Source: an optimization exercise on an open RTL-to-GDS flow (aim: small area and a short achievable clock period). Production flows keep margins and buffers that such runs may drop. No functional check of the RTL was part of any run shown here.

--- design.v ---
package xgmii_rx_pkg;
    localparam logic [7:0] XGMII_START = 8'hFB;
    localparam logic [7:0] XGMII_TERM  = 8'hFD;
    localparam logic [7:0] XGMII_IDLE  = 8'h07;
    localparam int DATA_W = 64;
    localparam int LANES  = 8;
    typedef logic [13:0] frame_len_t;
    typedef enum logic [3:0] {
        RUNT,
        FRAGMENT,
        SZ_64,
        SZ_65_127,
        SZ_128_255,
        SZ_256_511,
        SZ_512_1023,
        SZ_1024_MAX,
        OVERSIZE,
        JABBER
    } size_class_t;
    localparam logic [31:0] CRC_PRESET = 32'hFFFF_FFFF;
    function automatic logic [31:0] crc_check_const(input logic [2:0] t);
        case (t)
            3'd0:    crc_check_const = 32'hDEBB201E;
            3'd1:    crc_check_const = 32'h00BE26ED;
            3'd2:    crc_check_const = 32'hBE26ED00;
            3'd3:    crc_check_const = 32'h2DFD1072;
            3'd4:    crc_check_const = 32'hFFFFFFFF;
            3'd5:    crc_check_const = 32'h62932081;
            3'd6:    crc_check_const = 32'h4E3D5E5C;
            default: crc_check_const = 32'h39DD08E2;
        endcase
    endfunction
endpackage
`timescale 1ns/100ps
module xgmii_frame_parser
(
    input  logic        clk,
    input  logic        inv_aresetn,
    input  logic [63:0] xgmii_data_i,
    input  logic [7:0]  xgmii_ctrl_i,
    output logic [63:0] word_o,
    output logic        word_start_o,
    output logic [2:0]  check_lane_o,
    input  logic        crc_match_i,
    output logic [63:0] axis_tdata_o,
    output logic [7:0]  axis_tkeep_o,
    output logic        axis_tvalid_o,
    output logic        axis_tlast_o,
    output logic        axis_tuser_o,
    output logic [10:0] words_o,
    output logic [2:0]  len_lo_o
);
    typedef enum logic [1:0] {
        ST_IDLE,
        ST_DATA,
        ST_TAIL
    } state_t;
    logic [63:0] data_mask;
    logic        is_start;
    logic [7:0]  is_term;
    logic        to_tail;
    always_comb begin
        for (int i = 0; i < xgmii_rx_pkg::LANES; i++) begin
            data_mask[8*i +: 8] = {8{(i == 0 || i == 4 || !xgmii_ctrl_i[i]) && (i >= 4 || !to_tail)}};
            is_term[i] = (xgmii_data_i[8*i +: 8] == xgmii_rx_pkg::XGMII_TERM);
        end
    end
    assign is_start = (xgmii_ctrl_i == 8'h01) && (xgmii_data_i[7:0] == xgmii_rx_pkg::XGMII_START);
    logic [7:0]  w_ctrl8_q;
    logic [7:0]  w_is_term_q;
    logic        w_start_q;
    logic [63:0] w_data_q;
    logic [63:0] hold_q;
    always_ff @(posedge clk) begin
        w_data_q    <= xgmii_data_i & data_mask;
        w_ctrl8_q   <= xgmii_ctrl_i;
        w_is_term_q <= is_term;
        w_start_q   <= is_start && !inv_aresetn;
        hold_q      <= w_data_q;
    end
    logic        w_ctrl_q;
    logic [2:0]  w_lane_q;
    logic        w_term_ok_q;
    always_comb begin
        w_lane_q = '0;
        for (int i = xgmii_rx_pkg::LANES - 1; i >= 0; i--) begin
            if (w_ctrl8_q[i]) begin
                w_lane_q = 3'(i);
            end
        end
    end
    assign w_ctrl_q    = |w_ctrl8_q;
    assign w_term_ok_q = w_is_term_q[w_lane_q] && ((w_ctrl8_q >> w_lane_q) == (8'hFF >> w_lane_q));
    assign word_o       = w_data_q;
    assign word_start_o = w_start_q;
    state_t      state_q;
    state_t      state_d;
    logic        held_vld_q;
    logic        held_vld_d;
    logic [2:0]  tail_lane_q;
    logic        tail_ok_q;
    logic [10:0] words_q;
    logic [10:0] words_d;
    logic [2:0]  len_lo_q;
    logic        cnt_inc_q;
    logic        cnt_first_q;
    logic        cnt_zero_q;
    logic        good;
    logic        tvalid_d;
    logic        tlast_d;
    logic [7:0]  tkeep_d;
    logic        tuser_d;
    logic [2:0]  len_lo_d;
    assign check_lane_o = (state_q == ST_TAIL) ? tail_lane_q : w_lane_q;
    assign good         = crc_match_i && ((state_q == ST_TAIL) ? tail_ok_q : w_term_ok_q);
    assign to_tail      = (state_d == ST_TAIL);
    assign words_o  = words_q;
    assign len_lo_o = len_lo_q;
    always_comb begin
        state_d    = state_q;
        held_vld_d = held_vld_q;
        tvalid_d   = 1'b0;
        tlast_d    = 1'b0;
        tkeep_d    = 8'hFF;
        tuser_d    = good;
        len_lo_d   = 3'd4;
        case (state_q)
            ST_IDLE: begin
                if (w_start_q) begin
                    state_d    = ST_DATA;
                    held_vld_d = 1'b0;
                end
            end
            ST_DATA: begin
                if (!w_ctrl_q) begin
                    tvalid_d   = held_vld_q;
                    held_vld_d = 1'b1;
                end else begin
                    held_vld_d = 1'b0;
                    state_d    = ST_IDLE;
                    tvalid_d   = held_vld_q;
                    if (!w_term_ok_q) begin
                        tlast_d = 1'b1;
                    end else if (w_lane_q < 3'd4) begin
                        tlast_d = 1'b1;
                        tkeep_d  = 8'hFF >> (3'd4 - w_lane_q);
                        len_lo_d = w_lane_q;
                    end else if (w_lane_q == 3'd4) begin
                        tlast_d = 1'b1;
                    end else begin
                        state_d = ST_TAIL;
                    end
                end
            end
            ST_TAIL: begin
                tvalid_d   = 1'b1;
                tlast_d    = 1'b1;
                tkeep_d    = 8'hFF >> (4'd12 - {1'b0, tail_lane_q});
                len_lo_d   = tail_lane_q;
                held_vld_d = 1'b0;
                state_d    = w_start_q ? ST_DATA : ST_IDLE;
            end
            default: begin
                state_d = ST_IDLE;
            end
        endcase
    end
    always_comb begin
        if (cnt_inc_q) begin
            words_d = cnt_first_q ? 11'd1 : words_q + 11'd1;
        end else if (cnt_zero_q) begin
            words_d = '0;
        end else begin
            words_d = words_q;
        end
    end
    always_ff @(posedge clk) begin
        axis_tdata_o <= hold_q;
        axis_tkeep_o <= tkeep_d;
        axis_tlast_o <= tlast_d;
        words_q      <= words_d;
        cnt_inc_q    <= (state_q == ST_DATA) && !w_ctrl_q;
        cnt_first_q  <= !held_vld_q;
        cnt_zero_q   <= (state_q == ST_DATA) && w_ctrl_q && !held_vld_q;
        tail_lane_q  <= w_lane_q;
        tail_ok_q    <= w_term_ok_q;
        if (tvalid_d && tlast_d) begin
            axis_tuser_o <= tuser_d;
            len_lo_q     <= len_lo_d;
        end
        if (inv_aresetn) begin
            state_q       <= ST_IDLE;
            held_vld_q    <= 1'b0;
            axis_tvalid_o <= 1'b0;
        end else begin
            state_q       <= state_d;
            held_vld_q    <= held_vld_d;
            axis_tvalid_o <= tvalid_d;
        end
    end
endmodule
`timescale 1ns/100ps
module xgmii_crc_check
(
    input  logic        clk,
    input  logic [63:0] word_i,
    input  logic        word_start_i,
    input  logic [2:0]  check_lane_i,
    output logic        crc_match_o
);
    logic [31:0] crc_q;
    logic [31:0] x;
    logic [31:0] d_hi;
    logic [31:0] nxt;
    assign x    = crc_q ^ word_i[31:0];
    assign d_hi = word_i[63:32];
    logic [380:0] t;
    crc_xor2 u_x0 (.a(x[3]), .b(x[13]), .y(t[0]));
    crc_xor2 u_x1 (.a(x[11]), .b(x[12]), .y(t[1]));
    crc_xor2 u_x2 (.a(d_hi[7]), .b(x[19]), .y(t[2]));
    crc_xor2 u_x3 (.a(d_hi[0]), .b(d_hi[22]), .y(t[3]));
    crc_xor2 u_x4 (.a(x[6]), .b(x[16]), .y(t[4]));
    crc_xor2 u_x5 (.a(x[4]), .b(x[9]), .y(t[5]));
    crc_xor2 u_x6 (.a(x[5]), .b(x[31]), .y(t[6]));
    crc_xor2 u_x7 (.a(d_hi[4]), .b(x[7]), .y(t[7]));
    crc_xor2 u_x8 (.a(d_hi[5]), .b(x[8]), .y(t[8]));
    crc_xor2 u_x9 (.a(d_hi[24]), .b(x[10]), .y(t[9]));
    crc_xor2 u_x10 (.a(d_hi[23]), .b(x[30]), .y(t[10]));
    crc_xor2 u_x11 (.a(d_hi[15]), .b(t[0]), .y(t[11]));
    crc_xor2 u_x12 (.a(d_hi[2]), .b(d_hi[26]), .y(t[12]));
    crc_xor2 u_x13 (.a(d_hi[3]), .b(d_hi[6]), .y(t[13]));
    crc_xor2 u_x14 (.a(d_hi[11]), .b(x[14]), .y(t[14]));
    crc_xor2 u_x15 (.a(d_hi[12]), .b(x[15]), .y(t[15]));
    crc_xor2 u_x16 (.a(d_hi[19]), .b(t[2]), .y(t[16]));
    crc_xor2 u_x17 (.a(d_hi[14]), .b(d_hi[30]), .y(t[17]));
    crc_xor2 u_x18 (.a(d_hi[16]), .b(d_hi[28]), .y(t[18]));
    crc_xor2 u_x19 (.a(d_hi[18]), .b(d_hi[25]), .y(t[19]));
    crc_xor2 u_x20 (.a(d_hi[13]), .b(d_hi[29]), .y(t[20]));
    crc_xor2 u_x21 (.a(d_hi[21]), .b(x[26]), .y(t[21]));
    crc_xor2 u_x22 (.a(x[1]), .b(x[21]), .y(t[22]));
    crc_xor2 u_x23 (.a(d_hi[27]), .b(x[22]), .y(t[23]));
    crc_xor2 u_x24 (.a(t[3]), .b(x[27]), .y(t[24]));
    crc_xor2 u_x25 (.a(d_hi[20]), .b(x[25]), .y(t[25]));
    crc_xor2 u_x26 (.a(d_hi[31]), .b(x[17]), .y(t[26]));
    crc_xor2 u_x27 (.a(x[0]), .b(x[2]), .y(t[27]));
    crc_xor2 u_x28 (.a(d_hi[8]), .b(x[20]), .y(t[28]));
    crc_xor2 u_x29 (.a(d_hi[9]), .b(t[1]), .y(t[29]));
    crc_xor2 u_x30 (.a(d_hi[1]), .b(d_hi[10]), .y(t[30]));
    crc_xor2 u_x31 (.a(d_hi[17]), .b(t[6]), .y(t[31]));
    crc_xor2 u_x32 (.a(t[5]), .b(t[10]), .y(t[32]));
    crc_xor2 u_x33 (.a(x[18]), .b(x[23]), .y(t[33]));
    crc_xor2 u_x34 (.a(x[28]), .b(x[29]), .y(t[34]));
    crc_xor2 u_x35 (.a(d_hi[31]), .b(t[8]), .y(t[35]));
    crc_xor2 u_x36 (.a(t[4]), .b(t[13]), .y(t[36]));
    crc_xor2 u_x37 (.a(t[7]), .b(t[17]), .y(t[37]));
    crc_xor2 u_x38 (.a(t[9]), .b(t[31]), .y(t[38]));
    crc_xor2 u_x39 (.a(t[12]), .b(x[24]), .y(t[39]));
    crc_xor2 u_x40 (.a(t[24]), .b(x[11]), .y(t[40]));
    crc_xor2 u_x41 (.a(d_hi[0]), .b(t[15]), .y(t[41]));
    crc_xor2 u_x42 (.a(d_hi[25]), .b(d_hi[29]), .y(t[42]));
    crc_xor2 u_x43 (.a(d_hi[2]), .b(x[5]), .y(t[43]));
    crc_xor2 u_x44 (.a(d_hi[3]), .b(x[23]), .y(t[44]));
    crc_xor2 u_x45 (.a(d_hi[30]), .b(x[8]), .y(t[45]));
    crc_xor2 u_x46 (.a(x[24]), .b(x[25]), .y(t[46]));
    crc_xor2 u_x47 (.a(x[18]), .b(x[29]), .y(t[47]));
    crc_xor2 u_x48 (.a(d_hi[9]), .b(t[14]), .y(t[48]));
    crc_xor2 u_x49 (.a(d_hi[27]), .b(t[28]), .y(t[49]));
    crc_xor2 u_x50 (.a(t[26]), .b(x[21]), .y(t[50]));
    crc_xor2 u_x51 (.a(t[25]), .b(t[34]), .y(t[51]));
    crc_xor2 u_x52 (.a(d_hi[6]), .b(t[33]), .y(t[52]));
    crc_xor2 u_x53 (.a(t[5]), .b(t[23]), .y(t[53]));
    crc_xor2 u_x54 (.a(d_hi[28]), .b(t[22]), .y(t[54]));
    crc_xor2 u_x55 (.a(t[18]), .b(t[32]), .y(t[55]));
    crc_xor2 u_x56 (.a(t[16]), .b(x[1]), .y(t[56]));
    crc_xor2 u_x57 (.a(t[11]), .b(x[16]), .y(t[57]));
    crc_xor2 u_x58 (.a(d_hi[11]), .b(d_hi[17]), .y(t[58]));
    crc_xor2 u_x59 (.a(d_hi[5]), .b(d_hi[7]), .y(t[59]));
    crc_xor2 u_x60 (.a(d_hi[3]), .b(x[4]), .y(t[60]));
    crc_xor2 u_x61 (.a(x[12]), .b(x[28]), .y(t[61]));
    crc_xor2 u_x62 (.a(d_hi[10]), .b(x[22]), .y(t[62]));
    crc_xor2 u_x63 (.a(d_hi[16]), .b(x[14]), .y(t[63]));
    crc_xor2 u_x64 (.a(d_hi[13]), .b(x[2]), .y(t[64]));
    crc_xor2 u_x65 (.a(d_hi[26]), .b(t[30]), .y(t[65]));
    crc_xor2 u_x66 (.a(d_hi[23]), .b(x[7]), .y(t[66]));
    crc_xor2 u_x67 (.a(x[5]), .b(x[30]), .y(t[67]));
    crc_xor2 u_x68 (.a(x[2]), .b(x[27]), .y(t[68]));
    crc_xor2 u_x69 (.a(t[3]), .b(x[10]), .y(t[69]));
    crc_xor2 u_x70 (.a(d_hi[1]), .b(x[15]), .y(t[70]));
    crc_xor2 u_x71 (.a(t[19]), .b(t[20]), .y(t[71]));
    crc_xor2 u_x72 (.a(x[12]), .b(x[13]), .y(t[72]));
    crc_xor2 u_x73 (.a(t[58]), .b(x[20]), .y(t[73]));
    crc_xor2 u_x74 (.a(t[61]), .b(x[31]), .y(t[74]));
    crc_xor2 u_x75 (.a(t[28]), .b(x[3]), .y(t[75]));
    crc_xor2 u_x76 (.a(t[8]), .b(t[14]), .y(t[76]));
    crc_xor2 u_x77 (.a(d_hi[2]), .b(t[27]), .y(t[77]));
    crc_xor2 u_x78 (.a(t[6]), .b(t[39]), .y(t[78]));
    crc_xor2 u_x79 (.a(d_hi[4]), .b(t[40]), .y(t[79]));
    crc_xor2 u_x80 (.a(t[36]), .b(t[54]), .y(t[80]));
    crc_xor2 u_x81 (.a(d_hi[15]), .b(t[35]), .y(t[81]));
    crc_xor2 u_x82 (.a(t[29]), .b(x[9]), .y(t[82]));
    crc_xor2 u_x83 (.a(t[21]), .b(t[50]), .y(t[83]));
    crc_xor2 u_x84 (.a(d_hi[7]), .b(d_hi[24]), .y(t[84]));
    crc_xor2 u_x85 (.a(d_hi[14]), .b(d_hi[18]), .y(t[85]));
    crc_xor2 u_x86 (.a(d_hi[18]), .b(x[30]), .y(t[86]));
    crc_xor2 u_x87 (.a(d_hi[23]), .b(x[28]), .y(t[87]));
    crc_xor2 u_x88 (.a(x[14]), .b(x[26]), .y(t[88]));
    crc_xor2 u_x89 (.a(t[12]), .b(t[30]), .y(t[89]));
    crc_xor2 u_x90 (.a(t[30]), .b(x[15]), .y(t[90]));
    crc_xor2 u_x91 (.a(t[19]), .b(x[0]), .y(t[91]));
    crc_xor2 u_x92 (.a(d_hi[14]), .b(x[7]), .y(t[92]));
    crc_xor2 u_x93 (.a(t[17]), .b(x[6]), .y(t[93]));
    crc_xor2 u_x94 (.a(d_hi[17]), .b(x[18]), .y(t[94]));
    crc_xor2 u_x95 (.a(x[0]), .b(x[4]), .y(t[95]));
    crc_xor2 u_x96 (.a(t[59]), .b(x[17]), .y(t[96]));
    crc_xor2 u_x97 (.a(t[18]), .b(t[20]), .y(t[97]));
    crc_xor2 u_x98 (.a(d_hi[8]), .b(x[24]), .y(t[98]));
    crc_xor2 u_x99 (.a(d_hi[12]), .b(t[19]), .y(t[99]));
    crc_xor2 u_x100 (.a(x[10]), .b(x[17]), .y(t[100]));
    crc_xor2 u_x101 (.a(t[23]), .b(x[16]), .y(t[101]));
    crc_xor2 u_x102 (.a(t[25]), .b(t[43]), .y(t[102]));
    crc_xor2 u_x103 (.a(t[46]), .b(x[3]), .y(t[103]));
    crc_xor2 u_x104 (.a(t[10]), .b(t[23]), .y(t[104]));
    crc_xor2 u_x105 (.a(t[4]), .b(x[24]), .y(t[105]));
    crc_xor2 u_x106 (.a(t[47]), .b(t[62]), .y(t[106]));
    crc_xor2 u_x107 (.a(t[92]), .b(x[19]), .y(t[107]));
    crc_xor2 u_x108 (.a(t[4]), .b(t[94]), .y(t[108]));
    crc_xor2 u_x109 (.a(t[1]), .b(t[71]), .y(t[109]));
    crc_xor2 u_x110 (.a(d_hi[24]), .b(t[0]), .y(t[110]));
    crc_xor2 u_x111 (.a(t[27]), .b(t[72]), .y(t[111]));
    crc_xor2 u_x112 (.a(t[7]), .b(t[22]), .y(t[112]));
    crc_xor2 u_x113 (.a(t[7]), .b(x[6]), .y(t[113]));
    crc_xor2 u_x114 (.a(t[15]), .b(x[26]), .y(t[114]));
    crc_xor2 u_x115 (.a(t[9]), .b(t[14]), .y(t[115]));
    crc_xor2 u_x116 (.a(d_hi[20]), .b(t[15]), .y(t[116]));
    crc_xor2 u_x117 (.a(d_hi[22]), .b(t[1]), .y(t[117]));
    crc_xor2 u_x118 (.a(t[24]), .b(t[46]), .y(t[118]));
    crc_xor2 u_x119 (.a(t[39]), .b(t[44]), .y(t[119]));
    crc_xor2 u_x120 (.a(t[21]), .b(t[69]), .y(t[120]));
    crc_xor2 u_x121 (.a(t[60]), .b(t[96]), .y(t[121]));
    crc_xor2 u_x122 (.a(t[63]), .b(x[13]), .y(t[122]));
    crc_xor2 u_x123 (.a(t[20]), .b(t[21]), .y(t[123]));
    crc_xor2 u_x124 (.a(t[66]), .b(t[89]), .y(t[124]));
    crc_xor2 u_x125 (.a(t[98]), .b(x[29]), .y(t[125]));
    crc_xor2 u_x126 (.a(d_hi[1]), .b(t[2]), .y(t[126]));
    crc_xor2 u_x127 (.a(d_hi[7]), .b(t[27]), .y(t[127]));
    crc_xor2 u_x128 (.a(d_hi[29]), .b(t[11]), .y(t[128]));
    crc_xor2 u_x129 (.a(t[37]), .b(t[53]), .y(t[129]));
    crc_xor2 u_x130 (.a(t[51]), .b(t[75]), .y(t[130]));
    crc_xor2 u_x131 (.a(t[41]), .b(t[102]), .y(t[131]));
    crc_xor2 u_x132 (.a(t[26]), .b(t[37]), .y(t[132]));
    crc_xor2 u_x133 (.a(t[45]), .b(t[101]), .y(t[133]));
    crc_xor2 u_x134 (.a(t[49]), .b(t[76]), .y(t[134]));
    crc_xor2 u_x135 (.a(t[65]), .b(t[113]), .y(t[135]));
    crc_xor2 u_x136 (.a(t[18]), .b(t[36]), .y(t[136]));
    crc_xor2 u_x137 (.a(d_hi[21]), .b(t[41]), .y(t[137]));
    crc_xor2 u_x138 (.a(t[16]), .b(t[26]), .y(t[138]));
    crc_xor2 u_x139 (.a(d_hi[6]), .b(t[48]), .y(t[139]));
    crc_xor2 u_x140 (.a(t[68]), .b(t[117]), .y(t[140]));
    crc_xor2 u_x141 (.a(d_hi[12]), .b(t[40]), .y(t[141]));
    crc_xor2 u_x142 (.a(t[29]), .b(t[49]), .y(t[142]));
    crc_xor2 u_x143 (.a(t[70]), .b(t[77]), .y(t[143]));
    crc_xor2 u_x144 (.a(t[2]), .b(t[53]), .y(t[144]));
    crc_xor2 u_x145 (.a(t[11]), .b(t[90]), .y(t[145]));
    crc_xor2 u_x146 (.a(t[37]), .b(t[123]), .y(t[146]));
    crc_xor2 u_x147 (.a(d_hi[25]), .b(t[35]), .y(t[147]));
    crc_xor2 u_x148 (.a(t[38]), .b(t[42]), .y(t[148]));
    crc_xor2 u_x149 (.a(t[57]), .b(t[132]), .y(t[149]));
    crc_xor2 u_x150 (.a(d_hi[22]), .b(t[56]), .y(t[150]));
    crc_xor2 u_x151 (.a(d_hi[28]), .b(t[83]), .y(t[151]));
    crc_xor2 u_x152 (.a(t[56]), .b(x[22]), .y(t[152]));
    crc_xor2 u_x153 (.a(t[80]), .b(t[137]), .y(t[153]));
    crc_xor2 u_x154 (.a(t[116]), .b(t[134]), .y(t[154]));
    crc_xor2 u_x155 (.a(t[38]), .b(t[87]), .y(t[155]));
    crc_xor2 u_x156 (.a(t[79]), .b(t[108]), .y(t[156]));
    crc_xor2 u_x157 (.a(t[97]), .b(t[131]), .y(t[157]));
    crc_xor2 u_x158 (.a(d_hi[20]), .b(t[12]), .y(t[158]));
    crc_xor2 u_x159 (.a(x[1]), .b(t[63]), .y(t[159]));
    crc_xor2 u_x160 (.a(t[100]), .b(t[158]), .y(t[160]));
    crc_xor2 u_x161 (.a(t[32]), .b(t[36]), .y(t[161]));
    crc_xor2 u_x162 (.a(t[75]), .b(t[126]), .y(t[162]));
    crc_xor2 u_x163 (.a(t[159]), .b(t[160]), .y(t[163]));
    crc_xor2 u_x164 (.a(t[79]), .b(t[161]), .y(t[164]));
    crc_xor2 u_x165 (.a(t[162]), .b(t[163]), .y(t[165]));
    crc_xor2 u_x166 (.a(d_hi[21]), .b(x[18]), .y(t[166]));
    crc_xor2 u_x167 (.a(x[21]), .b(t[7]), .y(t[167]));
    crc_xor2 u_x168 (.a(t[166]), .b(t[121]), .y(t[168]));
    crc_xor2 u_x169 (.a(t[167]), .b(t[142]), .y(t[169]));
    crc_xor2 u_x170 (.a(t[143]), .b(t[168]), .y(t[170]));
    crc_xor2 u_x171 (.a(t[155]), .b(t[169]), .y(t[171]));
    crc_xor2 u_x172 (.a(d_hi[4]), .b(d_hi[8]), .y(t[172]));
    crc_xor2 u_x173 (.a(t[3]), .b(x[19]), .y(t[173]));
    crc_xor2 u_x174 (.a(t[172]), .b(t[8]), .y(t[174]));
    crc_xor2 u_x175 (.a(t[43]), .b(t[91]), .y(t[175]));
    crc_xor2 u_x176 (.a(t[173]), .b(t[29]), .y(t[176]));
    crc_xor2 u_x177 (.a(t[106]), .b(t[110]), .y(t[177]));
    crc_xor2 u_x178 (.a(t[174]), .b(t[175]), .y(t[178]));
    crc_xor2 u_x179 (.a(t[80]), .b(t[176]), .y(t[179]));
    crc_xor2 u_x180 (.a(t[177]), .b(t[178]), .y(t[180]));
    crc_xor2 u_x181 (.a(d_hi[5]), .b(t[13]), .y(t[181]));
    crc_xor2 u_x182 (.a(t[42]), .b(x[17]), .y(t[182]));
    crc_xor2 u_x183 (.a(x[20]), .b(x[23]), .y(t[183]));
    crc_xor2 u_x184 (.a(t[181]), .b(t[182]), .y(t[184]));
    crc_xor2 u_x185 (.a(t[183]), .b(t[32]), .y(t[185]));
    crc_xor2 u_x186 (.a(t[48]), .b(t[111]), .y(t[186]));
    crc_xor2 u_x187 (.a(t[184]), .b(t[135]), .y(t[187]));
    crc_xor2 u_x188 (.a(t[185]), .b(t[186]), .y(t[188]));
    crc_xor2 u_x189 (.a(t[152]), .b(t[187]), .y(t[189]));
    crc_xor2 u_x190 (.a(d_hi[10]), .b(d_hi[30]), .y(t[190]));
    crc_xor2 u_x191 (.a(t[190]), .b(t[0]), .y(t[191]));
    crc_xor2 u_x192 (.a(t[9]), .b(t[52]), .y(t[192]));
    crc_xor2 u_x193 (.a(t[78]), .b(t[112]), .y(t[193]));
    crc_xor2 u_x194 (.a(t[127]), .b(t[191]), .y(t[194]));
    crc_xor2 u_x195 (.a(t[192]), .b(t[193]), .y(t[195]));
    crc_xor2 u_x196 (.a(t[194]), .b(t[154]), .y(t[196]));
    crc_xor2 u_x197 (.a(d_hi[8]), .b(x[11]), .y(t[197]));
    crc_xor2 u_x198 (.a(t[64]), .b(t[197]), .y(t[198]));
    crc_xor2 u_x199 (.a(t[48]), .b(t[103]), .y(t[199]));
    crc_xor2 u_x200 (.a(t[198]), .b(t[144]), .y(t[200]));
    crc_xor2 u_x201 (.a(t[147]), .b(t[199]), .y(t[201]));
    crc_xor2 u_x202 (.a(t[153]), .b(t[200]), .y(t[202]));
    crc_xor2 u_x203 (.a(x[1]), .b(x[6]), .y(t[203]));
    crc_xor2 u_x204 (.a(t[10]), .b(t[44]), .y(t[204]));
    crc_xor2 u_x205 (.a(t[62]), .b(t[68]), .y(t[205]));
    crc_xor2 u_x206 (.a(t[88]), .b(t[203]), .y(t[206]));
    crc_xor2 u_x207 (.a(t[29]), .b(t[107]), .y(t[207]));
    crc_xor2 u_x208 (.a(t[204]), .b(t[205]), .y(t[208]));
    crc_xor2 u_x209 (.a(t[206]), .b(t[207]), .y(t[209]));
    crc_xor2 u_x210 (.a(t[208]), .b(t[157]), .y(t[210]));
    crc_xor2 u_x211 (.a(d_hi[24]), .b(x[8]), .y(t[211]));
    crc_xor2 u_x212 (.a(x[27]), .b(t[27]), .y(t[212]));
    crc_xor2 u_x213 (.a(t[44]), .b(t[73]), .y(t[213]));
    crc_xor2 u_x214 (.a(t[211]), .b(t[74]), .y(t[214]));
    crc_xor2 u_x215 (.a(t[105]), .b(t[212]), .y(t[215]));
    crc_xor2 u_x216 (.a(t[213]), .b(t[145]), .y(t[216]));
    crc_xor2 u_x217 (.a(t[146]), .b(t[214]), .y(t[217]));
    crc_xor2 u_x218 (.a(t[215]), .b(t[216]), .y(t[218]));
    crc_xor2 u_x219 (.a(d_hi[2]), .b(d_hi[16]), .y(t[219]));
    crc_xor2 u_x220 (.a(t[219]), .b(t[5]), .y(t[220]));
    crc_xor2 u_x221 (.a(t[22]), .b(t[34]), .y(t[221]));
    crc_xor2 u_x222 (.a(t[99]), .b(t[76]), .y(t[222]));
    crc_xor2 u_x223 (.a(t[118]), .b(t[220]), .y(t[223]));
    crc_xor2 u_x224 (.a(t[221]), .b(t[222]), .y(t[224]));
    crc_xor2 u_x225 (.a(t[223]), .b(t[149]), .y(t[225]));
    crc_xor2 u_x226 (.a(t[43]), .b(t[64]), .y(t[226]));
    crc_xor2 u_x227 (.a(t[114]), .b(t[226]), .y(t[227]));
    crc_xor2 u_x228 (.a(t[81]), .b(t[130]), .y(t[228]));
    crc_xor2 u_x229 (.a(t[227]), .b(t[152]), .y(t[229]));
    crc_xor2 u_x230 (.a(t[156]), .b(t[228]), .y(t[230]));
    crc_xor2 u_x231 (.a(t[12]), .b(t[59]), .y(t[231]));
    crc_xor2 u_x232 (.a(t[85]), .b(x[14]), .y(t[232]));
    crc_xor2 u_x233 (.a(x[23]), .b(t[34]), .y(t[233]));
    crc_xor2 u_x234 (.a(t[64]), .b(t[231]), .y(t[234]));
    crc_xor2 u_x235 (.a(t[232]), .b(t[29]), .y(t[235]));
    crc_xor2 u_x236 (.a(t[112]), .b(t[120]), .y(t[236]));
    crc_xor2 u_x237 (.a(t[233]), .b(t[234]), .y(t[237]));
    crc_xor2 u_x238 (.a(t[235]), .b(t[236]), .y(t[238]));
    crc_xor2 u_x239 (.a(d_hi[14]), .b(d_hi[19]), .y(t[239]));
    crc_xor2 u_x240 (.a(t[13]), .b(t[239]), .y(t[240]));
    crc_xor2 u_x241 (.a(t[8]), .b(t[240]), .y(t[241]));
    crc_xor2 u_x242 (.a(t[104]), .b(t[125]), .y(t[242]));
    crc_xor2 u_x243 (.a(t[241]), .b(t[140]), .y(t[243]));
    crc_xor2 u_x244 (.a(t[145]), .b(t[242]), .y(t[244]));
    crc_xor2 u_x245 (.a(d_hi[2]), .b(d_hi[4]), .y(t[245]));
    crc_xor2 u_x246 (.a(t[84]), .b(x[23]), .y(t[246]));
    crc_xor2 u_x247 (.a(t[245]), .b(t[25]), .y(t[247]));
    crc_xor2 u_x248 (.a(t[246]), .b(t[74]), .y(t[248]));
    crc_xor2 u_x249 (.a(t[247]), .b(t[55]), .y(t[249]));
    crc_xor2 u_x250 (.a(t[57]), .b(t[139]), .y(t[250]));
    crc_xor2 u_x251 (.a(t[248]), .b(t[249]), .y(t[251]));
    crc_xor2 u_x252 (.a(d_hi[10]), .b(t[21]), .y(t[252]));
    crc_xor2 u_x253 (.a(t[41]), .b(t[121]), .y(t[253]));
    crc_xor2 u_x254 (.a(t[122]), .b(t[125]), .y(t[254]));
    crc_xor2 u_x255 (.a(t[252]), .b(t[253]), .y(t[255]));
    crc_xor2 u_x256 (.a(t[254]), .b(t[148]), .y(t[256]));
    crc_xor2 u_x257 (.a(d_hi[8]), .b(d_hi[13]), .y(t[257]));
    crc_xor2 u_x258 (.a(d_hi[26]), .b(d_hi[30]), .y(t[258]));
    crc_xor2 u_x259 (.a(t[19]), .b(x[25]), .y(t[259]));
    crc_xor2 u_x260 (.a(t[257]), .b(t[258]), .y(t[260]));
    crc_xor2 u_x261 (.a(t[67]), .b(t[70]), .y(t[261]));
    crc_xor2 u_x262 (.a(t[259]), .b(t[260]), .y(t[262]));
    crc_xor2 u_x263 (.a(t[261]), .b(t[262]), .y(t[263]));
    crc_xor2 u_x264 (.a(t[139]), .b(t[263]), .y(t[264]));
    crc_xor2 u_x265 (.a(d_hi[5]), .b(d_hi[9]), .y(t[265]));
    crc_xor2 u_x266 (.a(d_hi[27]), .b(t[85]), .y(t[266]));
    crc_xor2 u_x267 (.a(t[265]), .b(t[4]), .y(t[267]));
    crc_xor2 u_x268 (.a(t[266]), .b(t[74]), .y(t[268]));
    crc_xor2 u_x269 (.a(t[114]), .b(t[124]), .y(t[269]));
    crc_xor2 u_x270 (.a(t[267]), .b(t[138]), .y(t[270]));
    crc_xor2 u_x271 (.a(t[268]), .b(t[269]), .y(t[271]));
    crc_xor2 u_x272 (.a(d_hi[13]), .b(d_hi[27]), .y(t[272]));
    crc_xor2 u_x273 (.a(x[8]), .b(x[11]), .y(t[273]));
    crc_xor2 u_x274 (.a(t[272]), .b(t[47]), .y(t[274]));
    crc_xor2 u_x275 (.a(t[273]), .b(t[11]), .y(t[275]));
    crc_xor2 u_x276 (.a(t[115]), .b(t[274]), .y(t[276]));
    crc_xor2 u_x277 (.a(t[55]), .b(t[135]), .y(t[277]));
    crc_xor2 u_x278 (.a(t[275]), .b(t[276]), .y(t[278]));
    crc_xor2 u_x279 (.a(t[150]), .b(t[277]), .y(t[279]));
    crc_xor2 u_x280 (.a(t[1]), .b(t[77]), .y(t[280]));
    crc_xor2 u_x281 (.a(t[107]), .b(t[55]), .y(t[281]));
    crc_xor2 u_x282 (.a(t[280]), .b(t[148]), .y(t[282]));
    crc_xor2 u_x283 (.a(t[154]), .b(t[281]), .y(t[283]));
    crc_xor2 u_x284 (.a(d_hi[26]), .b(x[20]), .y(t[284]));
    crc_xor2 u_x285 (.a(t[45]), .b(t[71]), .y(t[285]));
    crc_xor2 u_x286 (.a(t[284]), .b(t[11]), .y(t[286]));
    crc_xor2 u_x287 (.a(t[285]), .b(t[38]), .y(t[287]));
    crc_xor2 u_x288 (.a(t[82]), .b(t[286]), .y(t[288]));
    crc_xor2 u_x289 (.a(t[153]), .b(t[287]), .y(t[289]));
    crc_xor2 u_x290 (.a(d_hi[19]), .b(t[4]), .y(t[290]));
    crc_xor2 u_x291 (.a(t[65]), .b(t[69]), .y(t[291]));
    crc_xor2 u_x292 (.a(t[50]), .b(t[109]), .y(t[292]));
    crc_xor2 u_x293 (.a(t[122]), .b(t[127]), .y(t[293]));
    crc_xor2 u_x294 (.a(t[290]), .b(t[291]), .y(t[294]));
    crc_xor2 u_x295 (.a(t[129]), .b(t[292]), .y(t[295]));
    crc_xor2 u_x296 (.a(t[293]), .b(t[294]), .y(t[296]));
    crc_xor2 u_x297 (.a(x[15]), .b(t[24]), .y(t[297]));
    crc_xor2 u_x298 (.a(t[33]), .b(t[67]), .y(t[298]));
    crc_xor2 u_x299 (.a(t[72]), .b(t[73]), .y(t[299]));
    crc_xor2 u_x300 (.a(t[16]), .b(t[297]), .y(t[300]));
    crc_xor2 u_x301 (.a(t[298]), .b(t[299]), .y(t[301]));
    crc_xor2 u_x302 (.a(t[81]), .b(t[129]), .y(t[302]));
    crc_xor2 u_x303 (.a(t[136]), .b(t[300]), .y(t[303]));
    crc_xor2 u_x304 (.a(t[301]), .b(t[302]), .y(t[304]));
    crc_xor2 u_x305 (.a(x[7]), .b(x[28]), .y(t[305]));
    crc_xor2 u_x306 (.a(t[86]), .b(t[95]), .y(t[306]));
    crc_xor2 u_x307 (.a(t[305]), .b(t[31]), .y(t[307]));
    crc_xor2 u_x308 (.a(t[35]), .b(t[54]), .y(t[308]));
    crc_xor2 u_x309 (.a(t[119]), .b(t[306]), .y(t[309]));
    crc_xor2 u_x310 (.a(t[128]), .b(t[141]), .y(t[310]));
    crc_xor2 u_x311 (.a(t[307]), .b(t[308]), .y(t[311]));
    crc_xor2 u_x312 (.a(t[309]), .b(t[310]), .y(t[312]));
    crc_xor2 u_x313 (.a(t[20]), .b(t[86]), .y(t[313]));
    crc_xor2 u_x314 (.a(t[100]), .b(t[16]), .y(t[314]));
    crc_xor2 u_x315 (.a(t[78]), .b(t[313]), .y(t[315]));
    crc_xor2 u_x316 (.a(t[130]), .b(t[133]), .y(t[316]));
    crc_xor2 u_x317 (.a(t[140]), .b(t[314]), .y(t[317]));
    crc_xor2 u_x318 (.a(t[315]), .b(t[316]), .y(t[318]));
    crc_xor2 u_x319 (.a(d_hi[0]), .b(d_hi[3]), .y(t[319]));
    crc_xor2 u_x320 (.a(d_hi[19]), .b(x[0]), .y(t[320]));
    crc_xor2 u_x321 (.a(x[31]), .b(t[319]), .y(t[321]));
    crc_xor2 u_x322 (.a(t[0]), .b(t[33]), .y(t[322]));
    crc_xor2 u_x323 (.a(t[93]), .b(t[320]), .y(t[323]));
    crc_xor2 u_x324 (.a(t[321]), .b(t[32]), .y(t[324]));
    crc_xor2 u_x325 (.a(t[51]), .b(t[322]), .y(t[325]));
    crc_xor2 u_x326 (.a(t[323]), .b(t[142]), .y(t[326]));
    crc_xor2 u_x327 (.a(t[324]), .b(t[325]), .y(t[327]));
    crc_xor2 u_x328 (.a(t[151]), .b(t[326]), .y(t[328]));
    crc_xor2 u_x329 (.a(t[84]), .b(t[28]), .y(t[329]));
    crc_xor2 u_x330 (.a(t[66]), .b(t[78]), .y(t[330]));
    crc_xor2 u_x331 (.a(t[106]), .b(t[329]), .y(t[331]));
    crc_xor2 u_x332 (.a(t[82]), .b(t[83]), .y(t[332]));
    crc_xor2 u_x333 (.a(t[128]), .b(t[136]), .y(t[333]));
    crc_xor2 u_x334 (.a(t[330]), .b(t[331]), .y(t[334]));
    crc_xor2 u_x335 (.a(t[332]), .b(t[333]), .y(t[335]));
    crc_xor2 u_x336 (.a(t[42]), .b(t[22]), .y(t[336]));
    crc_xor2 u_x337 (.a(t[25]), .b(t[73]), .y(t[337]));
    crc_xor2 u_x338 (.a(t[52]), .b(t[110]), .y(t[338]));
    crc_xor2 u_x339 (.a(t[124]), .b(t[336]), .y(t[339]));
    crc_xor2 u_x340 (.a(t[337]), .b(t[82]), .y(t[340]));
    crc_xor2 u_x341 (.a(t[133]), .b(t[338]), .y(t[341]));
    crc_xor2 u_x342 (.a(t[339]), .b(t[340]), .y(t[342]));
    crc_xor2 u_x343 (.a(d_hi[10]), .b(t[45]), .y(t[343]));
    crc_xor2 u_x344 (.a(t[99]), .b(t[111]), .y(t[344]));
    crc_xor2 u_x345 (.a(t[115]), .b(t[119]), .y(t[345]));
    crc_xor2 u_x346 (.a(t[343]), .b(t[144]), .y(t[346]));
    crc_xor2 u_x347 (.a(t[344]), .b(t[345]), .y(t[347]));
    crc_xor2 u_x348 (.a(t[151]), .b(t[346]), .y(t[348]));
    crc_xor2 u_x349 (.a(d_hi[1]), .b(d_hi[11]), .y(t[349]));
    crc_xor2 u_x350 (.a(d_hi[25]), .b(x[13]), .y(t[350]));
    crc_xor2 u_x351 (.a(t[349]), .b(t[95]), .y(t[351]));
    crc_xor2 u_x352 (.a(t[350]), .b(t[52]), .y(t[352]));
    crc_xor2 u_x353 (.a(t[104]), .b(t[105]), .y(t[353]));
    crc_xor2 u_x354 (.a(t[351]), .b(t[138]), .y(t[354]));
    crc_xor2 u_x355 (.a(t[352]), .b(t[353]), .y(t[355]));
    crc_xor2 u_x356 (.a(t[157]), .b(t[354]), .y(t[356]));
    crc_xor2 u_x357 (.a(t[52]), .b(t[103]), .y(t[357]));
    crc_xor2 u_x358 (.a(t[38]), .b(t[55]), .y(t[358]));
    crc_xor2 u_x359 (.a(t[141]), .b(t[146]), .y(t[359]));
    crc_xor2 u_x360 (.a(t[357]), .b(t[358]), .y(t[360]));
    crc_xor2 u_x361 (.a(x[4]), .b(x[26]), .y(t[361]));
    crc_xor2 u_x362 (.a(t[93]), .b(t[361]), .y(t[362]));
    crc_xor2 u_x363 (.a(t[109]), .b(t[118]), .y(t[363]));
    crc_xor2 u_x364 (.a(t[126]), .b(t[362]), .y(t[364]));
    crc_xor2 u_x365 (.a(t[81]), .b(t[363]), .y(t[365]));
    crc_xor2 u_x366 (.a(t[364]), .b(t[155]), .y(t[366]));
    crc_xor2 u_x367 (.a(x[12]), .b(t[9]), .y(t[367]));
    crc_xor2 u_x368 (.a(t[60]), .b(t[67]), .y(t[368]));
    crc_xor2 u_x369 (.a(t[88]), .b(t[91]), .y(t[369]));
    crc_xor2 u_x370 (.a(t[51]), .b(t[367]), .y(t[370]));
    crc_xor2 u_x371 (.a(t[368]), .b(t[369]), .y(t[371]));
    crc_xor2 u_x372 (.a(t[370]), .b(t[371]), .y(t[372]));
    crc_xor2 u_x373 (.a(t[149]), .b(t[150]), .y(t[373]));
    crc_xor2 u_x374 (.a(t[13]), .b(x[9]), .y(t[374]));
    crc_xor2 u_x375 (.a(t[6]), .b(t[47]), .y(t[375]));
    crc_xor2 u_x376 (.a(t[374]), .b(t[16]), .y(t[376]));
    crc_xor2 u_x377 (.a(t[120]), .b(t[375]), .y(t[377]));
    crc_xor2 u_x378 (.a(t[57]), .b(t[143]), .y(t[378]));
    crc_xor2 u_x379 (.a(t[147]), .b(t[376]), .y(t[379]));
    crc_xor2 u_x380 (.a(t[377]), .b(t[378]), .y(t[380]));
    crc_xor2 u_n0 (.a(t[164]), .b(t[165]), .y(nxt[0]));
    crc_xor2 u_n1 (.a(t[170]), .b(t[171]), .y(nxt[1]));
    crc_xor2 u_n2 (.a(t[179]), .b(t[180]), .y(nxt[2]));
    crc_xor2 u_n3 (.a(t[188]), .b(t[189]), .y(nxt[3]));
    crc_xor2 u_n4 (.a(t[195]), .b(t[196]), .y(nxt[4]));
    crc_xor2 u_n5 (.a(t[201]), .b(t[202]), .y(nxt[5]));
    crc_xor2 u_n6 (.a(t[209]), .b(t[210]), .y(nxt[6]));
    crc_xor2 u_n7 (.a(t[217]), .b(t[218]), .y(nxt[7]));
    crc_xor2 u_n8 (.a(t[224]), .b(t[225]), .y(nxt[8]));
    crc_xor2 u_n9 (.a(t[229]), .b(t[230]), .y(nxt[9]));
    crc_xor2 u_n10 (.a(t[237]), .b(t[238]), .y(nxt[10]));
    crc_xor2 u_n11 (.a(t[243]), .b(t[244]), .y(nxt[11]));
    crc_xor2 u_n12 (.a(t[250]), .b(t[251]), .y(nxt[12]));
    crc_xor2 u_n13 (.a(t[255]), .b(t[256]), .y(nxt[13]));
    crc_xor2 u_n14 (.a(t[156]), .b(t[264]), .y(nxt[14]));
    crc_xor2 u_n15 (.a(t[270]), .b(t[271]), .y(nxt[15]));
    crc_xor2 u_n16 (.a(t[278]), .b(t[279]), .y(nxt[16]));
    crc_xor2 u_n17 (.a(t[282]), .b(t[283]), .y(nxt[17]));
    crc_xor2 u_n18 (.a(t[288]), .b(t[289]), .y(nxt[18]));
    crc_xor2 u_n19 (.a(t[295]), .b(t[296]), .y(nxt[19]));
    crc_xor2 u_n20 (.a(t[303]), .b(t[304]), .y(nxt[20]));
    crc_xor2 u_n21 (.a(t[311]), .b(t[312]), .y(nxt[21]));
    crc_xor2 u_n22 (.a(t[317]), .b(t[318]), .y(nxt[22]));
    crc_xor2 u_n23 (.a(t[327]), .b(t[328]), .y(nxt[23]));
    crc_xor2 u_n24 (.a(t[334]), .b(t[335]), .y(nxt[24]));
    crc_xor2 u_n25 (.a(t[341]), .b(t[342]), .y(nxt[25]));
    crc_xor2 u_n26 (.a(t[347]), .b(t[348]), .y(nxt[26]));
    crc_xor2 u_n27 (.a(t[355]), .b(t[356]), .y(nxt[27]));
    crc_xor2 u_n28 (.a(t[359]), .b(t[360]), .y(nxt[28]));
    crc_xor2 u_n29 (.a(t[365]), .b(t[366]), .y(nxt[29]));
    crc_xor2 u_n30 (.a(t[372]), .b(t[373]), .y(nxt[30]));
    crc_xor2 u_n31 (.a(t[379]), .b(t[380]), .y(nxt[31]));
    assign crc_match_o = (x == xgmii_rx_pkg::crc_check_const(check_lane_i));
    always_ff @(posedge clk) begin
        if (word_start_i) begin
            crc_q <= xgmii_rx_pkg::CRC_PRESET;
        end else begin
            crc_q <= nxt;
        end
    end
endmodule
module crc_xor2
(
    input  logic a,
    input  logic b,
    output logic y
);
    assign y = a ^ b;
endmodule
`timescale 1ns/100ps
module rx_frame_stats
#(
    parameter int MAX_FRAME_LEN = 1518
) (
    input  logic        clk,
    input  logic        inv_aresetn,
    input  logic        tvalid_i,
    input  logic        tlast_i,
    input  logic        tuser_i,
    input  logic [10:0] words_i,
    input  logic [2:0]  len_lo_i,
    output logic        stat_valid_o,
    output logic        stat_crc_ok_o,
    output logic [13:0] stat_len_o,
    output logic [3:0]  stat_size_o,
    output logic [31:0] good_frames_o,
    output logic [31:0] bad_frames_o
);
    logic frame_end;
    xgmii_rx_pkg::frame_len_t frame_len;
    function automatic xgmii_rx_pkg::size_class_t classify(input xgmii_rx_pkg::frame_len_t len, input logic crc_ok);
        if (len < 14'd64) begin
            classify = crc_ok ? xgmii_rx_pkg::RUNT : xgmii_rx_pkg::FRAGMENT;
        end else if (len == 14'd64) begin
            classify = xgmii_rx_pkg::SZ_64;
        end else if (len < 14'd128) begin
            classify = xgmii_rx_pkg::SZ_65_127;
        end else if (len < 14'd256) begin
            classify = xgmii_rx_pkg::SZ_128_255;
        end else if (len < 14'd512) begin
            classify = xgmii_rx_pkg::SZ_256_511;
        end else if (len < 14'd1024) begin
            classify = xgmii_rx_pkg::SZ_512_1023;
        end else if (len <= 14'(MAX_FRAME_LEN)) begin
            classify = xgmii_rx_pkg::SZ_1024_MAX;
        end else begin
            classify = crc_ok ? xgmii_rx_pkg::OVERSIZE : xgmii_rx_pkg::JABBER;
        end
    endfunction
    assign frame_end  = tvalid_i && tlast_i;
    function automatic logic [31:0] inc_toggle(input logic [31:0] cnt, input logic en);
        logic [7:0] c;
        c[0] = en;
        for (int k = 1; k < 8; k++) begin
            c[k] = c[k-1] & (&cnt[4*(k-1) +: 4]);
        end
        for (int k = 0; k < 8; k++) begin
            inc_toggle[4*k] = c[k];
            for (int j = 1; j < 4; j++) begin
                inc_toggle[4*k+j] = inc_toggle[4*k+j-1] & cnt[4*k+j-1];
            end
        end
    endfunction
    assign frame_len     = {words_i, len_lo_i};
    assign stat_len_o    = frame_len;
    assign stat_crc_ok_o = tuser_i;
    always_ff @(posedge clk) begin
        stat_size_o   <= classify(frame_len, tuser_i);
        if (inv_aresetn) begin
            stat_valid_o  <= 1'b0;
            good_frames_o <= '0;
            bad_frames_o  <= '0;
        end else begin
            stat_valid_o <= frame_end;
            good_frames_o <= good_frames_o ^ inc_toggle(good_frames_o, frame_end && tuser_i);
            bad_frames_o  <= bad_frames_o ^ inc_toggle(bad_frames_o, frame_end && !tuser_i);
        end
    end
endmodule
`timescale 1ns/100ps
module xgmii_rx_top
#(
    parameter int MAX_FRAME_LEN = 1518
) (
    input  logic        clk,
    input  logic        inv_aresetn,
    input  logic [63:0] xgmii_data_i,
    input  logic [7:0]  xgmii_ctrl_i,
    output logic [63:0] axis_tdata_o,
    output logic [7:0]  axis_tkeep_o,
    output logic        axis_tvalid_o,
    output logic        axis_tlast_o,
    output logic        axis_tuser_o,
    output logic        stat_valid_o,
    output logic        stat_crc_ok_o,
    output logic [13:0] stat_len_o,
    output logic [3:0]  stat_size_o,
    output logic [31:0] good_frames_o,
    output logic [31:0] bad_frames_o
);
    logic [63:0] word;
    logic        word_start;
    logic [2:0]  check_lane;
    logic        crc_match;
    logic [10:0] words;
    logic [2:0]  len_lo;
    xgmii_frame_parser u_parser (
        .clk           (clk),
        .inv_aresetn   (inv_aresetn),
        .xgmii_data_i  (xgmii_data_i),
        .xgmii_ctrl_i  (xgmii_ctrl_i),
        .word_o        (word),
        .word_start_o  (word_start),
        .check_lane_o  (check_lane),
        .crc_match_i   (crc_match),
        .axis_tdata_o  (axis_tdata_o),
        .axis_tkeep_o  (axis_tkeep_o),
        .axis_tvalid_o (axis_tvalid_o),
        .axis_tlast_o  (axis_tlast_o),
        .axis_tuser_o  (axis_tuser_o),
        .words_o       (words),
        .len_lo_o      (len_lo)
    );
    xgmii_crc_check u_crc_check (
        .clk          (clk),
        .word_i       (word),
        .word_start_i (word_start),
        .check_lane_i (check_lane),
        .crc_match_o  (crc_match)
    );
    rx_frame_stats #(
        .MAX_FRAME_LEN (MAX_FRAME_LEN)
    ) u_stats (
        .clk           (clk),
        .inv_aresetn   (inv_aresetn),
        .tvalid_i      (axis_tvalid_o),
        .tlast_i       (axis_tlast_o),
        .tuser_i       (axis_tuser_o),
        .words_i       (words),
        .len_lo_i      (len_lo),
        .stat_valid_o  (stat_valid_o),
        .stat_crc_ok_o (stat_crc_ok_o),
        .stat_len_o    (stat_len_o),
        .stat_size_o   (stat_size_o),
        .good_frames_o (good_frames_o),
        .bad_frames_o  (bad_frames_o)
    );
endmodule
--- flow/run.sh ---
#!/bin/bash
# Standard layout (settings from config.mk via config.mk) plus the settings
# in flow/extra.mk: plain buf_1 port buffers instead of the default
# delay-cell buffers, and a larger setup margin for timing repair.
set -e
cp config.mk config_in.log
cat flow/extra.mk >> config.mk
bash standard.sh > standard.log 2>&1
--- flow/extra.mk ---
export BUFFER_PORTS_ARGS = -buffer_cell sky130_fd_sc_hd__buf_1
export SETUP_SLACK_MARGIN = 7.25
--- standard.sh ---
#!/bin/bash
# synth_recipe.tcl (not shown) runs the flow's synth.tcl, then flattens the netlist and writes it again
# the make line also repeats each setting of config.mk as NAME=value (left out here)
make -C /OpenROAD-flow-scripts/flow DESIGN_CONFIG=/design/flow/config.mk WORK_HOME=/design/flow/orfs CLKGATE_MAP_FILE= SYNTH_SCRIPT=/design/flow/synth_recipe.tcl "${@:-finish}"
--- config.mk ---
export PLATFORM = sky130hd
export DESIGN_NAME = xgmii_rx_top
export DESIGN_NICKNAME = xgmii_rx_top
export VERILOG_FILES = /design/flow/design.v
export SDC_FILE = /design/flow/constraint.sdc
export NUM_CORES = 4
export LEC_CHECK = 0
export CAP_MARGIN = 20
export CORE_MARGIN = 2
export CORE_UTILIZATION = 55
export CTS_CLUSTER_DIAMETER = 120
export CTS_CLUSTER_SIZE = 25
export SLEW_MARGIN = 20
export SYNTH_HIERARCHICAL = 1
export BUFFER_PORTS_ARGS = -buffer_cell sky130_fd_sc_hd__buf_1
export SETUP_SLACK_MARGIN = 7.25
--- constraint.sdc ---
create_clock -name core_clock -period 10.5 [get_ports {clk}]
set_input_delay 2.1000 -clock core_clock [delete_from_list [all_inputs] [get_ports {clk}]]
set_output_delay 2.1000 -clock core_clock [all_outputs]
set_load 0.01 [all_outputs]
==> parameters.txt, run 1 <==
Parameter                              Value

Status
  Result of the run ... no timing/DRC/antenna violations

Routing
  Total length of routed wires ... 46300 um
  Router iterations before antenna repair ... 5
  Number of remaining DRC errors ... 0
  Antenna violation net count after detailed routing ... 0
  Via count normalized by instance count ... 5.37
  Via count ... 11600
  Detailed Route Iter0 Violations ... 940
  Post-detailed-route wirelength per cell ... 21.5 um

Floorplanning
  Total core area ... 28600 um^2
  Die Span Y ... 174 um
  Die Area ... 30300 um^2
  Number of rows in the core area ... 62
  Initial core utilization ... 0.557
  Die Width ... 174 um
  Number of I/O pins ... 233

Logic synthesis
  Synth area leaders ... dfxtp_1 (41%), xor2_1 (24%), ha_1 (4.9%), nor2b_1 (3.3%), edfxtp_1 (2.8%)
  Count of flip-flops with a built-in enable after synthesis ... 15
  Fraction of registers with async set/reset ... 0
  Prevailing post-synth register cell ... dfxtp_1
  Library cell with the highest instance count after synthesis ... xor2_1
  Mux share of post-synthesis cell area ... 0.00644
  Yosys top cell area share ... 0.415
  Post-synthesis instance total ... 1491
  Adder-Cell Fraction of Synth Area ... 0.0493
  Top cell types by occurrence after synthesis ... xor2_1 (434), dfxtp_1 (330), nor2b_1 (85), ha_1 (62), nor2_1 (57)
  Unique masters post-synth ... 91
  Mean instance size in the synthesized netlist ... 10.7 um^2
  Compound-cell area share of the yosys netlist ... 0.0572
  Cell area after technology mapping ... 15900 um^2
  Number of synthesis warnings ... 9
  #FFs+latches synth ... 345
  Synthesized-area fraction occupied by and/or/nand/nor cells ... 0.150
  Post-synth top area cell ... dfxtp_1
  Syn nets ... 1627
  Main combinational cell family by area after synthesis ... XOR/XNOR gates
  XOR/XNOR Fraction of Synth Area ... 0.264
  Proportion of synthesized chip area in sequential cells ... 0.443

CTS
  Maximum clock path buffer count ... 3
  Number of buffers inserted during clock tree synthesis ... 17
  Number of hold buffers added after cts ... 0
  CTS root buffer ... clkbuf_16
  Number of levels in the clock H-tree ... 1
  Num Clock Sinks ... 345
  Insertion delay of the later-clocked pin in the worst-skew pair ... 0.53 ns
  Clock slew at reported path FFs ... 0.11 ns
  TritonCTS clock tree ... built

Setup path
  Buf/Inv on CP ... 1
  List of cells traversed by the critical path ... clkbuf_2
  Kind of start point of the critical path ... register
  Kind of critical path ... reg2out
  Worst Setup End Kind ... primary output
  Signal arrival time at the worst endpoint ... 1.14 ns
  Slowest library cell on the worst path ... edfxtp_1
  Required time at the worst-slack endpoint ... 8.40 ns
  Worst-path fanout max ... 2
  CP delay by family, top ... flip-flops
  Biggest cell delay along the critical path ... 0.47 ns

Place
  Sum of net half-perimeters after detailed placement ... 33900 um
  Final weighted congestion of routability-driven global placement ... 1.07
  Total cell area at the placement stage ... 17100 um^2
  Number of I/O port buffers ... 232

Global route
  Overall track demand over capacity in global routing ... 0.288
  Vias in the first global route ... 11000
  Overflow after GRT ... 0
  Initial antenna violation count ... 3
  First-pass GRT wire length ... 66200 um
  Pin count of the biggest net entering global routing ... 71

Worst hold path
  Hold/Removal Path Class ... reg2reg

Timing
  Transition at the pin with the smallest max-transition slack ... 1.01 ns
  RSZ-0062 raised after global routing ... yes
  Period minus WS final ... 3.24 ns
  Count of endpoints failing hold in the final timing report ... 0
  Max-slew headroom ... 0.321
  Maximum clock frequency ... 0.308 GHz
  Final critical-path share of the clock period ... 0.309
  Fin Clk Skew ... 0.0311 ns
  Number of max-slew violations in the final report ... 0
  Final sum of negative setup slack ... 0 ns
  Final count of negative-setup-slack endpoints ... 0

Final layout
  Area grow syn2layout ... 16.2%
  Design area ... 18500 um^2
  Proportion of layout cells with a drive suffix above 1 ... 0.140
  Nets ... 1900
  Number of fill cells ... 2428

Run
  Max capacitance violation total ... 0
-- final timing paths --
check,startpoint,to,slack [ns],cells after the start
max reg2reg,u_parser.w_data_q[19],u_crc_check.crc_q[3],7.28,9
max,u_parser.words_q[5],stat_len_o[8],7.26,1
min,u_parser.hold_q[39],u_parser.axis_tdata_o[39],0.31,0
min reg2reg,u_parser.hold_q[39],u_parser.axis_tdata_o[39],0.31,0
-- cell usage in the layout (no fill, tap or decap), types with 15 or more instances in the layout --
| cell type | Yosys | layout |
|---|---|---|
| xor2_1 | 434 | 407 |
| dfxtp_1 | 330 | 320 |
| buf_1 | 0 | 229 |
| nor2b_1 | 85 | 81 |
| ha_1 | 62 | 60 |
| buf_4 | 22 | 57 |
| nor2_1 | 57 | 54 |
| nand2_1 | 39 | 38 |
| inv_1 | 37 | 35 |
| o21ai_0 | 38 | 33 |
| or2_2 | 33 | 33 |
| xor2_2 | 5 | 29 |
| xnor2_1 | 31 | 27 |
| a21oi_1 | 26 | 24 |
| and3b_1 | 24 | 24 |
| nand4_1 | 23 | 23 |
| clkbuf_16 | 0 | 18 |
| nand3_1 | 17 | 17 |
| edfxtp_1 | 15 | 15 |
-- per-module statistics from Yosys, one instance, submodules excluded, excerpt --
module | cells inside | flops+latches | copies in the design | cell area (um^2)
xgmii_frame_parser | 564 | 244 | 1 | 7160
xgmii_crc_check | 235 | 32 | 1 | 2100
crc_xor2 | 1 | 0 | 413 | 8.76
-- logic make-up after synthesis --
| logic type | Yosys count |
|---|---|
| adders and majority gates | 63 |
| and+or+nand+nor | 386 |
| xor gates and xnor gates | 473 |
| DFF | 345 |
| muxes | 8 |
| AOI/OAI and AO/OA | 129 |
| buffers and inverters | 87 |
-- layer usage --
layer / global-route usage / wire (um) / part of all wire
met5: 0 / 0 / 0
met4: 0.0952 / 1780 / 0.039
met3: 0.0632 / 4100 / 0.089
met2: 0.445 / 20200 / 0.44
met1: 0.399 / 20200 / 0.44
-- what timing repair did --
item,in CTS,in global routing
endpoints found under the setup margin,78,60
buffers inserted,35,13
gates resized for setup,59,63
pin swaps,13,30
cloned,2,4
-- state kept, by name, summed over array words and instances, names as in the netlist, 2 cells and up --
name and cells:
u_stats.stat_size_o 4, u_parser.tail_lane_q 3, u_stats.good_frames_o 32, u_parser.words_q 11, u_parser.w_data_q 64, u_parser.axis_tdata_o 64, u_stats.bad_frames_o 32, u_crc_check.crc_q 32
u_parser.hold_q 64, u_parser.w_ctrl8_q 8, u_parser.w_is_term_q 8, u_parser.axis_tkeep_o 8, u_parser.state_q 2, u_parser.len_lo_q 3
-- through the flow --
step	hold WS [ns]	utilization	worst slack, ns	std cells
2_1_floorplan	0.310	-	7.36	1491
3_3_place_gp	0.310	0.597	6.54	2075
3_5_place_dp	0.312	0.597	6.52	2075
4_1_cts	0.302	0.631	7.24	2132
5_1_grt	0.306	0.647	7.11	2149
6_report	0.305	0.647	7.26	2151
-- area by class of cell --
class | instances | area (um^2) | area share
multi-input combinational | 1062 | 8910 | 0.481
clock inverter | 1 | 7.51 | 0.000405
tap | 384 | 480 | 0.0259
inverter | 39 | 155 | 0.00838
timing repair buffer | 299 | 1440 | 0.0778
antenna | 2 | 5.00 | 0.000270
clock buffer | 19 | 433 | 0.0234
sequential | 345 | 7080 | 0.383
==> run 2: changes to the inputs <==
--- a/design.v
+++ b/design.v
@@ -58,6 +58,7 @@
     logic [63:0] data_mask;
     logic        is_start;
     logic [7:0]  is_term;
+    logic [2:0]  term_lane;
     logic        to_tail;
     always_comb begin
         for (int i = 0; i < xgmii_rx_pkg::LANES; i++) begin
@@ -66,8 +67,17 @@
         end
     end
     assign is_start = (xgmii_ctrl_i == 8'h01) && (xgmii_data_i[7:0] == xgmii_rx_pkg::XGMII_START);
+    always_comb begin
+        term_lane = '0;
+        for (int i = xgmii_rx_pkg::LANES - 1; i >= 0; i--) begin
+            if (xgmii_ctrl_i[i]) begin
+                term_lane = 3'(i);
+            end
+        end
+    end
     logic [7:0]  w_ctrl8_q;
     logic [7:0]  w_is_term_q;
+    logic [2:0]  w_lane_q;
     logic        w_start_q;
     logic [63:0] w_data_q;
     logic [63:0] hold_q;
@@ -75,20 +85,12 @@
         w_data_q    <= xgmii_data_i & data_mask;
         w_ctrl8_q   <= xgmii_ctrl_i;
         w_is_term_q <= is_term;
+        w_lane_q    <= term_lane;
         w_start_q   <= is_start && !inv_aresetn;
         hold_q      <= w_data_q;
     end
     logic        w_ctrl_q;
-    logic [2:0]  w_lane_q;
     logic        w_term_ok_q;
-    always_comb begin
-        w_lane_q = '0;
-        for (int i = xgmii_rx_pkg::LANES - 1; i >= 0; i--) begin
-            if (w_ctrl8_q[i]) begin
-                w_lane_q = 3'(i);
-            end
-        end
-    end
     assign w_ctrl_q    = |w_ctrl8_q;
     assign w_term_ok_q = w_is_term_q[w_lane_q] && ((w_ctrl8_q >> w_lane_q) == (8'hFF >> w_lane_q));
     assign word_o       = w_data_q;
@@ -184,9 +186,9 @@
         cnt_zero_q   <= (state_q == ST_DATA) && w_ctrl_q && !held_vld_q;
         tail_lane_q  <= w_lane_q;
         tail_ok_q    <= w_term_ok_q;
+        axis_tuser_o <= tuser_d;
         if (tvalid_d && tlast_d) begin
-            axis_tuser_o <= tuser_d;
-            len_lo_q     <= len_lo_d;
+            len_lo_q <= len_lo_d;
         end
         if (inv_aresetn) begin
             state_q       <= ST_IDLE;
@@ -701,8 +703,8 @@
     endfunction
     assign frame_len     = {words_i, len_lo_i};
     assign stat_len_o    = frame_len;
-    assign stat_crc_ok_o = tuser_i;
     always_ff @(posedge clk) begin
+        stat_crc_ok_o <= tuser_i;
         stat_size_o   <= classify(frame_len, tuser_i);
         if (inv_aresetn) begin
             stat_valid_o  <= 1'b0;
==> run 2 against run 1 <==
Effect of this change: synthesized cell count is 2.9% lower; die area is 1.2% lower; hold slack better by 0.018 ns; critical path depth stayed put; count of clock-buffer cells in the layout stayed put; critical path type unchanged; sequential cell count is 4 higher; highest routed layer unchanged; synthesized area is 1.2% lower.
==> parameters.txt, run 2 <==
Parameter                              Value

Routing
  Detailed Route Iter0 Violations ... 774
  Post-detailed-route wirelength per cell ... 20.0 um
  Via count normalized by instance count ... 5.23
  Total length of routed wires ... 41300 um
  Via count ... 10800
  Number of remaining DRC errors ... 0
  Router iterations before antenna repair ... 5
  Antenna violation net count after detailed routing ... 0

Logic synthesis
  Library cell with the highest instance count after synthesis ... xor2_1
  Yosys top cell area share ... 0.426
  Mean instance size in the synthesized netlist ... 10.9 um^2
  Synth area leaders ... dfxtp_1 (43%), xor2_1 (24%), ha_1 (5.0%), nor2b_1 (3.2%), edfxtp_1 (2.7%)
  Cell area after technology mapping ... 15700 um^2
  Synthesized-area fraction occupied by and/or/nand/nor cells ... 0.140
  Syn nets ... 1585
  Count of flip-flops with a built-in enable after synthesis ... 14
  Mux share of post-synthesis cell area ... 0.0140
  Main combinational cell family by area after synthesis ... XOR/XNOR gates
  Prevailing post-synth register cell ... dfxtp_1
  Unique masters post-synth ... 83
  Proportion of synthesized chip area in sequential cells ... 0.453
  Post-synthesis instance total ... 1448
  Post-synth top area cell ... dfxtp_1
  Number of synthesis warnings ... 9
  Fraction of registers with async set/reset ... 0
  Adder-Cell Fraction of Synth Area ... 0.0507

Setup path
  Startpoint of the most critical register-to-register path ... u_parser.w_data_q[54]
  Kind of critical path ... reg2out
  Biggest cell delay along the critical path ... 0.44 ns
  Worst Setup End Kind ... primary output
  Required time at the worst-slack endpoint ... 8.40 ns
  Capture point of the worst reg-to-reg path ... u_crc_check.crc_q[9]
  CP delay by family, top ... flip-flops
  Register-to-Register Setup Slack ... 7.31 ns
  List of cells traversed by the critical path ... buf_1
  Kind of start point of the critical path ... register
  Buf/Inv on CP ... 1
  Worst-path fanout max ... 2
  Depth of the most critical reg-to-reg path ... 8

Timing
  Transition at the pin with the smallest max-transition slack ... 0.812 ns
  Count of endpoints failing hold in the final timing report ... 0
  Period minus WS final ... 3.20 ns
  Number of max-slew violations in the final report ... 0
  Fin Clk Skew ... 0.0124 ns
  Final critical-path share of the clock period ... 0.304
  Max-slew headroom ... 0.459
  Final count of negative-setup-slack endpoints ... 0

Final layout
  Registers with the most flip-flops ... u_parser.axis_tdata_o x64, u_parser.hold_q x64, u_parser.w_data_q x64
  Proportion of layout cells with a drive suffix above 1 ... 0.0944
  Most frequent cells in the layout ... xor2_1 (416), dfxtp_1 (330), buf_1 (230)
  Nets ... 1822

Floorplanning
  Initial core utilization ... 0.562
  Die Width ... 173 um
  Die Span Y ... 173 um
  Number of rows in the core area ... 61
  Total core area ... 28000 um^2

Status
  Result of the run ... no timing/DRC/antenna violations

CTS
  Clock slew at reported path FFs ... 0.10 ns
  Maximum clock path buffer count ... 3
  CTS root buffer ... clkbuf_16
  Insertion delay of the later-clocked pin in the worst-skew pair ... 0.50 ns
  Number of levels in the clock H-tree ... 1
  Number of buffers inserted during clock tree synthesis ... 17
  TritonCTS clock tree ... built

Place
  Number of I/O port buffers ... 232
  Final weighted congestion of routability-driven global placement ... 1.08

Worst hold path
  Hold Path Cell Cnt ... 0
  Hold/Removal Path Class ... reg2reg
  Min-delay src ... u_parser.hold_q[4]

Global route
  Initial antenna violation count ... 0
==> run 2: cell count changes after synthesis, sizes merged, moves of 8 or more <==
cell / change
o21ai: -12
buf: -8
and3b: -24
nor3b: +8
nor4b: +23
==> run 2: how the worst max path moves through the flow <==
stage / startpoint / end / slack, ns / depth (start not counted)
2_1_floorplan: inv_aresetn / u_stats.bad_frames_o[11] / 7.67 / 3
3_3_place_gp: u_parser.w_data_q[2] / u_crc_check.crc_q[31] / 6.94 / 9
3_5_place_dp: u_parser.w_data_q[13] / u_crc_check.crc_q[30] / 6.98 / 8
4_1_cts: u_parser.words_q[9] / stat_len_o[12] / 7.26 / 1
5_1_grt: u_parser.w_data_q[19] / u_crc_check.crc_q[27] / 7.23 / 9
6_report: u_parser.words_q[1] / stat_len_o[4] / 7.30 / 1
==> run 2: repair_timing <==
action / CTS / global route
cloned: 0 / 0
gates resized for setup: 10 / 24
buffers inserted: 9 / 6
setup endpoints to repair: 23 / 50
pin swaps: 0 / 1
==> run 2: per-module statistics from Yosys, one instance, submodules excluded, a selection <==
module / flops+latches / cell area [um^2]
xgmii_crc_check: 32 / 2100
crc_xor2: 0 / 8.76
xgmii_frame_parser: 247 / 6960
==> run 2: layer usage <==
| layer | part of all wire | global-route usage | vias up |
|---|---|---|---|
| li1 | - | - | 5223 |
| met1 | 0.43 | 0.350 | 5070 |
| met2 | 0.47 | 0.451 | 399 |
| met3 | 0.055 | 0.0387 | 92 |
| met4 | 0.046 | 0.112 | 0 |
| met5 | 0 | 0 | - |
==> run 2: cell families after synthesis <==
kind of cell / after synthesis
flip-flops: 349
AND/OR/NAND/NOR: 354
AO/OA/AOI/OAI: 102
XOR/XNOR: 476
adder cells (fa/ha/maj): 64
multiplexers: 16
buffers and inverters: 87
==> run 2: metrics by stage <==
stage	std cells	hold WS, ns	worst slack, ns	utilization
after global routing	2063	0.337	7.23	0.631
final	2063	0.323	7.30	0.631
after CTS	2057	0.319	7.26	0.624
after global placement	2029	0.310	6.94	0.605
after floorplan	1448	0.310	7.67	-
after detailed placement	2029	0.312	6.98	0.605
==> run 2: cell type report <==
type | instances | area (um^2)
multi-input cells | 1012 | 8380
clock buffers | 19 | 433
flip-flops and latches | 349 | 7130
fillers | 2389 | 10300
repair buffers | 265 | 1120
inverters | 40 | 150
well taps | 378 | 473

==> re-timing with driven ports <==
The results above use ideal ports. As a check the final layouts listed here were re-extracted and re-timed, cells and wires unchanged. Step 1 sets driving cells, clkbuf_16 on the clock port and buf_2 on the other inputs (assumed; they add their load-dependent delay and slew). Step 2, shift: input delay + t, output delay - t, t = (earliest + latest rising clock arrival at the registers) / 2. This alone moves slack from input paths to output paths. a / b / c = ideal ports / drivers / drivers and shift; a / b = the first two.
| run | t (ns) | setup WS [ns] | slew at the worst register clock pin (ns) | worst slew at a driven data input, ns |
|---|---|---|---|---|
| run 1 | 0.568 | 7.256 / 7.201 / 7.261 | 0.11 / 0.11 | 0.07 |
| run 2 | 0.544 | 7.305 / 7.255 / 7.124 | 0.10 / 0.10 | 0.07 |
After both steps setup and hold are still met in every run listed. For run 2, which loses most, drivers alone change the setup slack by -0.050 ns; drivers and shift together by -0.181 ns.
